Source: an optimization exercise on an open RTL-to-GDS flow (aim: small area, a short achievable clock period and few clock cycles per item). Production flows keep margins and buffers that such runs may drop.
Only simulation tests tie the RTL to the original design; equivalence was not proved.

// led_pattern_generator_unit
module led_pattern_generator_unit (
    input  logic        clk,
    input  logic        rst_n,
    input  logic        cfg_we,
    input  logic [2:0]  cfg_index,
    input  logic [15:0] cfg_data,
    input  logic        in_valid,
    output logic        in_ready,
    input  logic [31:0] now_ms,
    output logic        out_valid,
    input  logic        out_ready,
    output logic [9:0]  pwm_level,
    output logic [6:0]  brightness_pct
);
    localparam logic [7:0] DIV_CUT = 8'b0111_1111;
    logic [2:0]  mode_reg;
    logic [15:0] slow_on_reg;
    logic [15:0] slow_off_reg;
    logic [15:0] fast_half_reg;
    logic [15:0] inhale_reg;
    logic [15:0] exhale_reg;
    logic [15:0] pause_reg;
    logic        mode_clear;
    logic        is_slow;        
    logic        is_fast;
    logic        is_breathe;
    always_ff @(posedge clk or negedge rst_n)
    begin
        if (!rst_n) begin
            mode_reg      <= MODE_OFF;
            slow_on_reg   <= RST_SLOW_ON;
            slow_off_reg  <= RST_SLOW_OFF;
            fast_half_reg <= RST_FAST_HALF;
            inhale_reg    <= RST_INHALE;
            exhale_reg    <= RST_EXHALE;
            pause_reg     <= RST_PAUSE;
        end else if (cfg_we) begin
            case (cfg_index)
                CFG_MODE:      mode_reg      <= cfg_data[2:0];
                CFG_SLOW_ON:   slow_on_reg   <= cfg_data;
  ...
==> flow/config.mk <==
export PLATFORM = sky130hd
export DESIGN_NAME = led_pattern_generator_unit
export DESIGN_NICKNAME = led_pattern_generator_unit
export VERILOG_FILES = /design/flow/design.v
export SDC_FILE = /design/flow/constraint.sdc
export NUM_CORES = 4
export LEC_CHECK = 0
export ABC_AREA = 1
export CAP_MARGIN = 20
export CORE_MARGIN = 2
export CORE_UTILIZATION = 55
export CTS_CLUSTER_DIAMETER = 100
export CTS_CLUSTER_SIZE = 25
export SETUP_SLACK_MARGIN = 5
export SLEW_MARGIN = 20
export TNS_END_PERCENT = 10
==> flow/constraint.sdc <==
create_clock -name core_clock -period 9.0 [get_ports {clk}]
set_input_delay 1.8000 -clock core_clock [delete_from_list [all_inputs] [get_ports {clk}]]
set_output_delay 1.8000 -clock core_clock [all_outputs]
set_load 0.01 [all_outputs]
standard.sh (not shown) runs the stock make flow with config.mk's settings and CLKGATE_MAP_FILE= SYNTH_SCRIPT=/design/flow/synth_recipe.tcl, a recipe that flattens the netlist after the stock synthesis.
==> flow/flow/run.sh <==
#!/bin/bash
set -euo pipefail
bash standard.sh SETUP_SLACK_MARGIN=6 finish > standard_flow.log 2>&1
Testbench counts at the start, summed over its fixed seeds: cycles 8,930, items 8,000.
Rerun with:
==> flow/run.sh (new file) <==
#!/bin/bash
# synth_recipe.tcl (not shown) runs the flow's synth.tcl, then flattens the netlist and writes it again
# the make line also repeats each setting of config.mk as NAME=value (left out here)
make -C /OpenROAD-flow-scripts/flow DESIGN_CONFIG=/design/flow/config.mk WORK_HOME=/design/flow/orfs CLKGATE_MAP_FILE= SYNTH_SCRIPT=/design/flow/synth_recipe.tcl finish
- CTS_CLUSTER_DIAMETER: 100 -> unset
- CTS_CLUSTER_SIZE: 25 -> unset
- TNS_END_PERCENT: 10 -> unset
removed: flow/flow/run.sh
removed: flow/standard.sh
Outcome: Now the flow ran to the end with violations: capacitance limit, slew limit; synthesized cell count is unchanged; sequential share of layout area came out higher by 1.4 points; die area is unchanged; setup slack got worse by 0.27 ns; cell count falls by a few percent; core utilization falls by 2.5 points.


== harbor ==
led_pattern_generator_unit again, from the RTL that the note above started with.
==> flow/config.mk <==
export PLATFORM = sky130hd
export DESIGN_NAME = led_pattern_generator_unit
export DESIGN_NICKNAME = led_pattern_generator_unit
export VERILOG_FILES = /design/flow/design.v
export SDC_FILE = /design/flow/constraint.sdc
export NUM_CORES = 4
export LEC_CHECK = 0
export ABC_AREA = 1
export CAP_MARGIN = 20
export CORE_MARGIN = 2
export CORE_UTILIZATION = 55
export SETUP_SLACK_MARGIN = 5
export SLEW_MARGIN = 20
==> flow/constraint.sdc <==
create_clock -name core_clock -period 9.0 [get_ports {clk}]
set_input_delay 1.8000 -clock core_clock [delete_from_list [all_inputs] [get_ports {clk}]]
set_output_delay 1.8000 -clock core_clock [all_outputs]
set_load 0.01 [all_outputs]
==> flow/flow/run.sh <==
#!/bin/bash
set -euo pipefail
bash standard.sh SETUP_SLACK_MARGIN=5.5 finish > standard_flow.log 2>&1
Testbench counts of harbor, summed over its fixed seeds: cycles 8,930, items 8,000.
Input changes introduced in nickel (baseline for comparison: harbor):
Settings: CTS_CLUSTER_DIAMETER: unset -> 100; GPL_ROUTABILITY_DRIVEN: unset -> 0; CTS_CLUSTER_SIZE: unset -> 25; TNS_END_PERCENT: unset -> 10; PLACE_DENSITY: unset -> 0.8.
==> flow/flow/run.sh <==
#!/bin/bash
set -euo pipefail
bash standard.sh SETUP_SLACK_MARGIN=5.7 finish > standard_flow.log 2>&1
Results
- Antenna diode instance count was higher in the run labelled nickel.
- Core utilization: higher on harbor
- Delta (nickel minus harbor): share of the final layout cell area in sequential cells now larger, net total in the final layout went down 43, worst setup slack before clock tree synthesis saw an increase, slew at the pin with the worst max-slew slack shows an increase of 0.091 ns.
- Of the two values seen for topmost layer with routed signal wires, met5 was produced by nickel and met4 by harbor.

-- afterwards: timing with drivers on the ports --
In the flow no input, the clock included, has a driving cell. The finished layouts below were timed again as built, in two steps.
Step 1 assumes that a clkbuf_16 drives the clock port and a buf_2 every other input.
Step 2 also shifts input and output timing later by t, the mid clock arrival at the registers, as if the neighbouring blocks saw the same clock.
a / b / c = no drivers / after step 1 / after step 2; a / b = the first two.
run | t, ns | setup WS [ns] | hold WS [ns]
the first run of note 1 | 0.647 | 5.366 / 5.366 / 5.089 | 0.417 / 0.417 / 0.417
the second run of note 1 | 0.664 | 5.095 / 5.034 / 5.061 | 0.414 / 0.414 / 0.414
harbor | 0.667 | 5.313 / 5.313 / 5.076 | 0.406 / 0.406 / 0.406
nickel | 0.653 | 5.295 / 5.295 / 5.103 | 0.411 / 0.411 / 0.411
For the first run of note 1, which loses most, drivers alone change the setup slack by 0.000 ns; drivers and shift together by -0.277 ns.
